Background: an optimization exercise with open tools, aiming at small area and a short achievable clock period. Do not read the settings as production practice.
Only simulation tests tie the RTL to the original design; equivalence was not proved.
Power and IR drop assume default switching activity.

===== flow/config.mk =====
export PLATFORM = sky130hd
export DESIGN_NAME = mips_core
export DESIGN_NICKNAME = mips_core
export VERILOG_FILES = /design/flow/design.v
export SDC_FILE = /design/flow/constraint.sdc
export NUM_CORES = 4
export LEC_CHECK = 0
export CAP_MARGIN = 20
export CORE_MARGIN = 2
export CORE_UTILIZATION = 45
export PLACE_DENSITY = 0.6
export SLEW_MARGIN = 20

===== flow/constraint.sdc =====
create_clock -name core_clock -period 5.0 [get_ports {clk}]
set_input_delay 1.0000 -clock core_clock [delete_from_list [all_inputs] [get_ports {clk}]]
set_output_delay 1.0000 -clock core_clock [all_outputs]
set_load 0.01 [all_outputs]

===== flow/design.v =====
package mips_isa_pkg;
    typedef enum logic [5:0] {
        OP_SPECIAL = 6'h00,
        OP_ADDIU   = 6'h09,
        OP_SLTI    = 6'h0A,
        OP_SLTIU   = 6'h0B,
        OP_ANDI    = 6'h0C,
        OP_ORI     = 6'h0D,
        OP_XORI    = 6'h0E,
        OP_LUI     = 6'h0F
    } opcode_e;
    typedef enum logic [5:0] {
        FN_SLL  = 6'h00,
        FN_SRL  = 6'h02,
        FN_SRA  = 6'h03,
        FN_ADDU = 6'h21,
        FN_SUBU = 6'h23,
        FN_AND  = 6'h24,
        FN_OR   = 6'h25,
        FN_XOR  = 6'h26,
        FN_NOR  = 6'h27,
        FN_SLT  = 6'h2A,
        FN_SLTU = 6'h2B
    } funct_e;
    typedef enum logic [3:0] {
        ALU_ADD,
        ALU_SUB,
        ALU_AND,
        ALU_OR,
        ALU_XOR,
        ALU_NOR,
        ALU_SLT,
        ALU_SLTU,
        ALU_SLL,
        ALU_SRL,
        ALU_SRA,
        ALU_LUI
    } alu_op_e;
    typedef struct packed {
        logic [5:0]              opcode;
        logic [5-1:0] rs;
        logic [5-1:0] rt;
        logic [5-1:0] rd;
        logic [4:0]              shamt;
        logic [5:0]              funct;
    } r_fields_t;
    typedef struct packed {
        logic [5:0]              opcode;
        logic [5-1:0] rs;
        logic [5-1:0] rt;
        logic [15:0]             imm;
    } i_fields_t;
    typedef union packed {
        r_fields_t r;
        i_fields_t i;
    } instr_u;
endpackage
package pipe_pkg;
    typedef struct packed {
        logic                  valid;
        logic [32-1:0] pc;
        logic [32-1:0] instr;  
    } if_id_t;
    typedef struct packed {
        logic                    valid;
        logic [32-1:0]   pc;
        logic [3:0]              alu_op;  
        logic [32-1:0]   src_a;
        logic [32-1:0]   src_b;
        logic [5-1:0] dest;
        logic                    wen;
    } id_ex_t;
    typedef struct packed {
        logic                    valid;
        logic [32-1:0]   pc;
        logic [5-1:0] dest;
        logic                    wen;
        logic [32-1:0]   result;
    } ex_wb_t;
    typedef struct packed {
        logic                    en;
        logic [5-1:0] addr;
        logic [32-1:0]   data;
    } rf_write_t;
endpackage
`timescale 1ns/1ps
module fetch_stage
(
    input  logic                  clk,
    input  logic                  reset_i,
    input  mips_isa_pkg::instr_u                inst_data_i,
    input  logic                  inst_ok_i,
    output logic                  inst_en_o,
    output logic [32-1:0] inst_addr_o,
    output pipe_pkg::if_id_t                if_id_o
);
    logic [32-1:0] pc_q;
    pipe_pkg::if_id_t                if_id_d;
    pipe_pkg::if_id_t                if_id_q;
    assign inst_en_o   = ~reset_i;
    assign inst_addr_o = pc_q;
    always_ff @(posedge clk) begin
        if (reset_i) begin
            pc_q <= 32'hBFC0_0000;
        end else if (inst_ok_i) begin
            pc_q <= pc_q + 32'd4;
        end
    end
    always_comb begin
        if_id_d       = if_id_q;
        if_id_d.valid = inst_ok_i;
        if (inst_ok_i) begin
            if_id_d.pc    = pc_q;
            if_id_d.instr = inst_data_i;
        end
    end
    always_ff @(posedge clk) begin
        if (reset_i) begin
            if_id_q.valid <= 1'b0;
        end else begin
            if_id_q <= if_id_d;
        end
    end
    assign if_id_o = if_id_q;
endmodule
`timescale 1ns/1ps
module decode_stage
(
    input  logic                    clk,
    input  logic                    reset_i,
    input  pipe_pkg::if_id_t                  if_id_i,
    input  logic [32-1:0]   rs_data_i,
    input  logic [32-1:0]   rt_data_i,
    input  pipe_pkg::id_ex_t                  ex_fwd_i,
    input  logic [32-1:0]   ex_result_i,
    input  pipe_pkg::rf_write_t               wb_fwd_i,
    output logic [5-1:0] rs_addr_o,
    output logic [5-1:0] rt_addr_o,
    output pipe_pkg::id_ex_t                  id_ex_o
);
    mips_isa_pkg::instr_u                  instr;
    mips_isa_pkg::alu_op_e                 alu_op;
    logic                    known;
    logic                    i_form;
    logic                    sign_ext;
    logic                    is_shift;
    logic [5-1:0] dest;
    logic [32-1:0]   rs_val;
    logic [32-1:0]   rt_val;
    logic [32-1:0]   imm_ext;
    pipe_pkg::id_ex_t                  id_ex_d;
    pipe_pkg::id_ex_t                  id_ex_q;
    function automatic logic [32-1:0] fwd_operand(
        input logic [5-1:0] addr,
        input logic [32-1:0]   rf_data
    );
        logic [32-1:0] value;
        if (addr == '0) begin
            value = '0;
        end else if (ex_fwd_i.valid && ex_fwd_i.wen && ex_fwd_i.dest == addr) begin
            value = ex_result_i;
        end else if (wb_fwd_i.en && wb_fwd_i.addr == addr) begin
            value = wb_fwd_i.data;
        end else begin
            value = rf_data;
        end
        fwd_operand = value;
    endfunction
    assign instr     = if_id_i.instr;
    assign rs_addr_o = instr.r.rs;
    assign rt_addr_o = instr.r.rt;
    always_comb begin
        alu_op   = mips_isa_pkg::ALU_ADD;
        known    = 1'b1;
        i_form   = 1'b1;
        sign_ext = 1'b0;
        is_shift = 1'b0;
        case (instr.r.opcode)
            mips_isa_pkg::OP_SPECIAL: begin
                i_form = 1'b0;
                case (instr.r.funct)
                    mips_isa_pkg::FN_ADDU: alu_op = mips_isa_pkg::ALU_ADD;
                    mips_isa_pkg::FN_SUBU: alu_op = mips_isa_pkg::ALU_SUB;
                    mips_isa_pkg::FN_AND:  alu_op = mips_isa_pkg::ALU_AND;
                    mips_isa_pkg::FN_OR:   alu_op = mips_isa_pkg::ALU_OR;
                    mips_isa_pkg::FN_XOR:  alu_op = mips_isa_pkg::ALU_XOR;
                    mips_isa_pkg::FN_NOR:  alu_op = mips_isa_pkg::ALU_NOR;
                    mips_isa_pkg::FN_SLT:  alu_op = mips_isa_pkg::ALU_SLT;
                    mips_isa_pkg::FN_SLTU: alu_op = mips_isa_pkg::ALU_SLTU;
                    mips_isa_pkg::FN_SLL: begin
                        alu_op   = mips_isa_pkg::ALU_SLL;
                        is_shift = 1'b1;
                    end
                    mips_isa_pkg::FN_SRL: begin
                        alu_op   = mips_isa_pkg::ALU_SRL;
                        is_shift = 1'b1;
                    end
                    mips_isa_pkg::FN_SRA: begin
                        alu_op   = mips_isa_pkg::ALU_SRA;
                        is_shift = 1'b1;
                    end
                    default: known = 1'b0;
                endcase
            end
            mips_isa_pkg::OP_ADDIU: begin
                alu_op   = mips_isa_pkg::ALU_ADD;
                sign_ext = 1'b1;
            end
            mips_isa_pkg::OP_SLTI: begin
                alu_op   = mips_isa_pkg::ALU_SLT;
                sign_ext = 1'b1;
            end
            mips_isa_pkg::OP_SLTIU: begin
                alu_op   = mips_isa_pkg::ALU_SLTU;
                sign_ext = 1'b1;
            end
            mips_isa_pkg::OP_ANDI: alu_op = mips_isa_pkg::ALU_AND;
            mips_isa_pkg::OP_ORI:  alu_op = mips_isa_pkg::ALU_OR;
            mips_isa_pkg::OP_XORI: alu_op = mips_isa_pkg::ALU_XOR;
            mips_isa_pkg::OP_LUI:  alu_op = mips_isa_pkg::ALU_LUI;
            default: known = 1'b0;
        endcase
    end
    assign dest    = i_form ? instr.i.rt : instr.r.rd;
    assign rs_val  = fwd_operand(instr.r.rs, rs_data_i);
    assign rt_val  = fwd_operand(instr.r.rt, rt_data_i);
    assign imm_ext = sign_ext ? {{(32-16){instr.i.imm[15]}}, instr.i.imm}
                              : {{(32-16){1'b0}}, instr.i.imm};
    always_comb begin
        id_ex_d.valid  = if_id_i.valid;
        id_ex_d.pc     = if_id_i.pc;
        id_ex_d.alu_op = alu_op;
        id_ex_d.src_a  = is_shift ? {{(32-5){1'b0}}, instr.r.shamt} : rs_val;
        id_ex_d.src_b  = i_form ? imm_ext : rt_val;
        id_ex_d.dest   = dest;
        id_ex_d.wen    = if_id_i.valid && known && (dest != '0);
    end
    always_ff @(posedge clk) begin
        if (reset_i) begin
            id_ex_q.valid <= 1'b0;
            id_ex_q.wen   <= 1'b0;
        end else begin
            id_ex_q <= id_ex_d;
        end
    end
    assign id_ex_o = id_ex_q;
endmodule
`timescale 1ns/1ps
module register_file
(
    input  logic                    clk,
    input  logic                    reset_i,
    input  logic [5-1:0] rs_addr_i,
    input  logic [5-1:0] rt_addr_i,
    input  pipe_pkg::rf_write_t               wr_i,
    output logic [32-1:0]   rs_data_o,
    output logic [32-1:0]   rt_data_o
);
    logic [32-1:0] regs [32];
    always_ff @(posedge clk) begin
        if (reset_i) begin
            for (int i = 0; i < 32; i++) begin
                regs[i] <= '0;
            end
        end else if (wr_i.en && wr_i.addr != '0) begin
            regs[wr_i.addr] <= wr_i.data;
        end
    end
    assign rs_data_o = (rs_addr_i == '0) ? '0 : regs[rs_addr_i];
    assign rt_data_o = (rt_addr_i == '0) ? '0 : regs[rt_addr_i];
endmodule
`timescale 1ns/1ps
module execute_stage
(
    input  logic                  clk,
    input  logic                  reset_i,
    input  pipe_pkg::id_ex_t                id_ex_i,
    output logic [32-1:0] ex_result_o,
    output pipe_pkg::ex_wb_t                ex_wb_o
);
    logic [32-1:0] a;
    logic [32-1:0] b;
    logic [4:0]            sa;
    logic [32-1:0] result;
    pipe_pkg::ex_wb_t                ex_wb_q;
    assign a  = id_ex_i.src_a;
    assign b  = id_ex_i.src_b;
    assign sa = a[4:0];
    always_comb begin
        case (id_ex_i.alu_op)
            mips_isa_pkg::ALU_ADD:  result = a + b;
            mips_isa_pkg::ALU_SUB:  result = a - b;
            mips_isa_pkg::ALU_AND:  result = a & b;
            mips_isa_pkg::ALU_OR:   result = a | b;
            mips_isa_pkg::ALU_XOR:  result = a ^ b;
            mips_isa_pkg::ALU_NOR:  result = ~(a | b);
            mips_isa_pkg::ALU_SLT:  result = {{(32-1){1'b0}}, $signed(a) < $signed(b)};
            mips_isa_pkg::ALU_SLTU: result = {{(32-1){1'b0}}, a < b};
            mips_isa_pkg::ALU_SLL:  result = b << sa;
            mips_isa_pkg::ALU_SRL:  result = b >> sa;
            mips_isa_pkg::ALU_SRA:  result = $unsigned($signed(b) >>> sa);
            mips_isa_pkg::ALU_LUI:  result = {b[15:0], 16'h0000};
            default:  result = '0;
        endcase
    end
    assign ex_result_o = result;
    always_ff @(posedge clk) begin
        if (reset_i) begin
            ex_wb_q.valid <= 1'b0;
            ex_wb_q.wen   <= 1'b0;
        end else begin
            ex_wb_q.valid  <= id_ex_i.valid;
            ex_wb_q.wen    <= id_ex_i.wen;
            ex_wb_q.pc     <= id_ex_i.pc;
            ex_wb_q.dest   <= id_ex_i.dest;
            ex_wb_q.result <= result;
        end
    end
    assign ex_wb_o = ex_wb_q;
endmodule
`timescale 1ns/1ps
module writeback_stage
(
    input  pipe_pkg::ex_wb_t                  ex_wb_i,
    output pipe_pkg::rf_write_t               rf_write_o,
    output logic [32-1:0]   wb_pc_o,
    output logic [3:0]              wb_rf_wen_o,
    output logic [5-1:0] wb_rf_wnum_o,
    output logic [32-1:0]   wb_rf_wdata_o
);
    logic retire_wr;
    assign retire_wr = ex_wb_i.valid & ex_wb_i.wen;
    assign rf_write_o.en   = retire_wr;
    assign rf_write_o.addr = ex_wb_i.dest;
    assign rf_write_o.data = ex_wb_i.result;
    assign wb_pc_o       = ex_wb_i.pc;
    assign wb_rf_wen_o   = {4{retire_wr}};
    assign wb_rf_wnum_o  = ex_wb_i.dest;
    assign wb_rf_wdata_o = ex_wb_i.result;
endmodule
`timescale 1ns/1ps
module mips_core
(
    input  logic                    clk,
    input  logic                    reset_i,
    input  logic [32-1:0]   inst_data_i,
    input  logic                    inst_ok_i,
    output logic                    inst_en_o,
    output logic [32-1:0]   inst_addr_o,
    output logic [32-1:0]   wb_pc_o,
    output logic [3:0]              wb_rf_wen_o,
    output logic [5-1:0] wb_rf_wnum_o,
    output logic [32-1:0]   wb_rf_wdata_o
);
    pipe_pkg::if_id_t                  if_id;
    pipe_pkg::id_ex_t                  id_ex;
    pipe_pkg::ex_wb_t                  ex_wb;
    pipe_pkg::rf_write_t               rf_wr;
    logic [5-1:0] rs_addr;
    logic [5-1:0] rt_addr;
    logic [32-1:0]   rs_data;
    logic [32-1:0]   rt_data;
    logic [32-1:0]   ex_result;
    fetch_stage fetch_stage_inst (
        .clk         (clk),
        .reset_i     (reset_i),
        .inst_data_i (inst_data_i),
        .inst_ok_i   (inst_ok_i),
        .inst_en_o   (inst_en_o),
        .inst_addr_o (inst_addr_o),
        .if_id_o     (if_id)
    );
    decode_stage decode_stage_inst (
        .clk         (clk),
        .reset_i     (reset_i),
        .if_id_i     (if_id),
        .rs_data_i   (rs_data),
        .rt_data_i   (rt_data),
        .ex_fwd_i    (id_ex),
        .ex_result_i (ex_result),
        .wb_fwd_i    (rf_wr),
        .rs_addr_o   (rs_addr),
        .rt_addr_o   (rt_addr),
        .id_ex_o     (id_ex)
    );
    register_file register_file_inst (
        .clk       (clk),
        .reset_i   (reset_i),
        .rs_addr_i (rs_addr),
        .rt_addr_i (rt_addr),
        .wr_i      (rf_wr),
        .rs_data_o (rs_data),
        .rt_data_o (rt_data)
    );
    execute_stage execute_stage_inst (
        .clk         (clk),
        .reset_i     (reset_i),
        .id_ex_i     (id_ex),
        .ex_result_o (ex_result),
        .ex_wb_o     (ex_wb)
    );
    writeback_stage writeback_stage_inst (
        .ex_wb_i       (ex_wb),
        .rf_write_o    (rf_wr),
        .wb_pc_o       (wb_pc_o),
        .wb_rf_wen_o   (wb_rf_wen_o),
        .wb_rf_wnum_o  (wb_rf_wnum_o),
        .wb_rf_wdata_o (wb_rf_wdata_o)
    );
endmodule

===== flow/run.sh =====
#!/bin/bash
# synth_recipe.tcl (not shown) runs the flow's synth.tcl, then flattens the netlist and writes it again
# the make line also repeats each setting of config.mk as NAME=value (left out here)
make -C /OpenROAD-flow-scripts/flow DESIGN_CONFIG=/design/flow/config.mk WORK_HOME=/design/flow/orfs CLKGATE_MAP_FILE= SYNTH_SCRIPT=/design/flow/synth_recipe.tcl finish

==> results by group <==
Outcome
  – Run status: timing/DRC/antenna clean

Power
  – Leak pwr: 29.9 nW
  – Pwr dens: 346 mW/mm2
  – Worst vdd ir: 0.306 mV

Clocking
  – Clock insertion delay at the later pin of the skew report: 0.81 ns
  – H-tree depth: 4
  – CTS tree: yes
  – Clock sink total: 1301
  – CTS clock-pin slew for the worst setup and hold paths: 0.06 ns
  – Root buf cell: clkbuf_16
  – CTS Buf Count: 142
  – # hold bufs at CTS: 0
  – Total setup buffers inserted after CTS: 0
  – Clk buf depth: 3
  – CTS resizes: 0

Floorplan
  – DIE HEIGHT: 411 um
  – Core area: 0.165 mm2
  – Rows: 149
  – I/O Pins: 141
  – Die area: 0.169 mm2
  – Effective utilization at floorplan: 45.3%
  – Die X: 411 um

Synth
  – Most common cell in the netlist: edfxtp_1
  – Yosys reg bits: 1301
  – Synthesized instance count: 5383
  – Commonest cells post-synth: edfxtp_1 (1256), and2_1 (1000), mux4_2 (683)
  – Synthesized-area fraction occupied by adder cells: 1.80%
  – Xor and xnor fraction of the mapped netlist area: 0.564%
  – Post-synth top area cell: edfxtp_1
  – Fraction of registers with async set/reset: 0%
  – Synth area leaders: edfxtp_1 (51%), mux4_2 (21%), and2_1 (8.4%)
  – Yosys warning count: 4
  – Synth top area share: 50.6%
  – Sequential fraction of the synthesis area: 51.8%
  – Main synth FF type: edfxtp_1
  – Syn Area/Cell: 13.8 um2
  – Synth Area in Compound Gates: 6.54%
  – Simple-gate share of the synthesized area: 12.6%
  – Number of synthesized flops with an enable pin: 1256
  – Largest family of logic cells by synthesized area: multiplexers
  – Area of the mapped netlist: 0.0745 mm2
  – Proportion of synthesized area in mux cells: 22.7%
  – Synth unique cells: 93

Detailed routing
  – Detailed-route via count: 50300
  – Via/cell ratio: 6.55
  – Initial DRT Pass Iterations: 8
  – Wire length per cell: 35.1 um
  – ANT nets after route: 0
  – DRC errors left: 0
  – WL final: 270000 um
  – Drt first-iter violations: 7460

Flow run
  – Max Cap Viol: 0

Critical path
  – Critical Path Sink Type: register
  – Crit path max fanout: 8
  – CP Data Arrival Time: 5.15 ns
  – Crit-path slowest cell: a221oi_1
  – CP cell instances: ha_1 -> inv_1 -> fa_1 -> nor2b_1 -> o211ai_1 -> a21oi_1 -> a31oi_1 -> o31a_1 -> o21ai_0 -> a211oi_1 -> o221ai_1 -> a221oi_1 -> o21ai_0
  – Slowest cell delay on critical path: 0.63 ns
  – Critical path type: register to register
  – CP dominant cell by count: o21ai_0
  – Crit path required time: 5.54 ns
  – CP startpoint kind: register

Global routing
  – Pin count of the biggest net entering global routing: 112
  – Vias in the first global route: 49600
  – Overflow after GRT: 0
  – Initial antenna violation count: 16
  – Global-route wire length before repair: 379000 um
  – Global Route Usage Sum: 31.9%

Min path
  – Hold crit path type: register to register

STA
  – Clk_skew: 0.0235 ns
  – Post-route minimum period: 4.61 ns
  – Final Hold Fails: 0
  – Post-route setup TNS: 0 ns
  – Slew @ Worst Pin: 1.25 ns
  – Final Cycle Share: 92.3%
  – Slew Viols, Final: 0
  – Final setup fails: 0
  – Hold slack: 0.417 ns
  – Fmax: 0.217 GHz
  – RSZ-0062 raised after global routing: false
  – Worst relative slew slack: 16.5%

Finish
  – Layout Nets: 5518
  – Layout cell share with drive strength beyond 1: 23.3%
  – Area Growth Syn to Fin: 12.4%

Place
  – Final GP Congestion: 0.955
  – Port buffer count: 136
  – Post-DP HPWL: 171000 um
-- registers in the layout (all words and copies together) (netlist names), named ones only --
name                        cells
register_file_inst.regs      1024
fetch_stage_inst.if_id_q       63
decode_stage_inst.id_ex_q     105
execute_stage_inst.ex_wb_q     69
fetch_stage_inst.pc_q          30
-- through the flow --
stage                     instance area (um2)  instances  utilization [%]  setup slack [ns]  power (mW)
after floorplan                         74700       5418                -             0.626        16.6
after global placement                  79200       7414             48.1             0.655        19.0
after detailed placement                79300       7418             48.2             0.561        19.0
after CTS                               83600       7675             50.8             0.544        29.0
after global routing                    83700       7679             50.9             0.186        29.8
final                                   83700       7683             50.9             0.387        29.0
-- cells by family after synthesis --
family	after synthesis
xor+xnor	48
simple gates	1669
buf+inv	702
compound gates	727
fa+ha+maj	106
other cells	1
mux	829
flops	1301
-- worst max-delay path: cells and delay by family (launching register included) --
family          cells  cell delay [ns]
compound gates      9             2.73
fa+ha+maj           2             0.79
flops               1             0.53
simple gates        1             0.16
buf+inv             1             0.11
-- area by class of cell --
class / instances / area [um2]
multi-input combinational: 3415 / 33600
antenna: 4 / 10.0
tap: 2189 / 2740
fill: 13700 / 80900
sequential: 1301 / 38600
clock inverter: 74 / 609
inverter: 117 / 447
clock buffer: 183 / 3740
timing repair buffer: 400 / 3880
-- where the power goes --
part / leakage [nW] / internal [mW] / switching (mW)
combinational: 14.6 / 2.34 / 3.66
clock: 2.10 / 5.50 / 4.60
sequential: 13.2 / 12.4 / 0.478
total: 29.9 / 20.3 / 8.73
-- final timing paths --
path / from / to / cells past startpoint / slack [ns]
max reg2reg: decode_stage_inst.id_ex_q[6]$_DFFE_PN_ / decode_stage_inst.id_ex_q[58]$_SDFFCE_PP0N_ / 13 / 0.39
max: decode_stage_inst.id_ex_q[6]$_DFFE_PN_ / decode_stage_inst.id_ex_q[58]$_SDFFCE_PP0N_ / 13 / 0.39
min reg2reg: decode_stage_inst.id_ex_q[80]$_DFFE_PN_ / execute_stage_inst.ex_wb_q[44]$_DFFE_PN_ / 0 / 0.42
min: decode_stage_inst.id_ex_q[80]$_DFFE_PN_ / execute_stage_inst.ex_wb_q[44]$_DFFE_PN_ / 0 / 0.42
-- cells in the final DEF (no fill, tap or decap), types with 27 or more instances in the layout --
| cell type | synthesis | routed |
|---|---|---|
| nor3_1 | 35 | 31 |
| nand3_1 | 38 | 36 |
| a21oi_1 | 164 | 163 |
| clkinv_1 | 0 | 34 |
| inv_1 | 116 | 115 |
| dfxtp_1 | 45 | 35 |
| nand2b_1 | 27 | 27 |
| buf_4 | 78 | 220 |
| nor2_1 | 259 | 229 |
| nor2_4 | 0 | 29 |
| o21ai_4 | 0 | 29 |
| buf_12 | 0 | 38 |
| and2_1 | 1000 | 1000 |
| xor2_1 | 31 | 31 |
| nand2_1 | 175 | 175 |
| o21ai_0 | 188 | 158 |
| clkdlybuf4s50_1 | 0 | 135 |
| o22ai_1 | 28 | 28 |
| clkbuf_16 | 0 | 143 |
| mux2i_1 | 112 | 112 |
| a211oi_1 | 55 | 55 |
| clkbuf_1 | 377 | 39 |
| edfxtp_1 | 1256 | 1256 |
| conb_1 | 1 | 36 |
| ha_1 | 104 | 104 |
| o211ai_1 | 38 | 38 |
| mux2_2 | 34 | 34 |
| mux4_2 | 683 | 683 |
-- routing by layer --
layer | vias up | share of wire (%) | GRT usage [%]
li1 | 20600 | - | -
met1 | 26000 | 38 | 43.2
met2 | 3080 | 46 | 49.8
met3 | 601 | 10 | 6.35
met4 | 6 | 5.0 | 14.5
met5 | - | 0.017 | 0

what the ideal ports hide:
In the flow no input, the clock included, has a driving cell. The finished layout below was timed again as built, in two steps.
Step 1, drivers: a clkbuf_16 drives clk and a buf_2 each remaining input, both assumed.
Step 2 moves the port delays by t, midway between the first and last clock arrival at a register: inputs arrive t later, outputs are due t later. That takes back most of the time a late clock gives input paths.
a / b / c = ideal ports / drivers / drivers and shift; a / b = the first two.
shift t [ns]: 0.885
slack for setup (ns): 0.387 / 0.387 / 0.387
latest minus earliest clock arrival (ns): 0.027 / 0.027
worst register clock-pin slew, ns: 0.06 / 0.06
After both steps this run still meets setup and hold. The setup slack of this run moves by 0.000 ns with the drivers and by 0.000 ns with both steps.
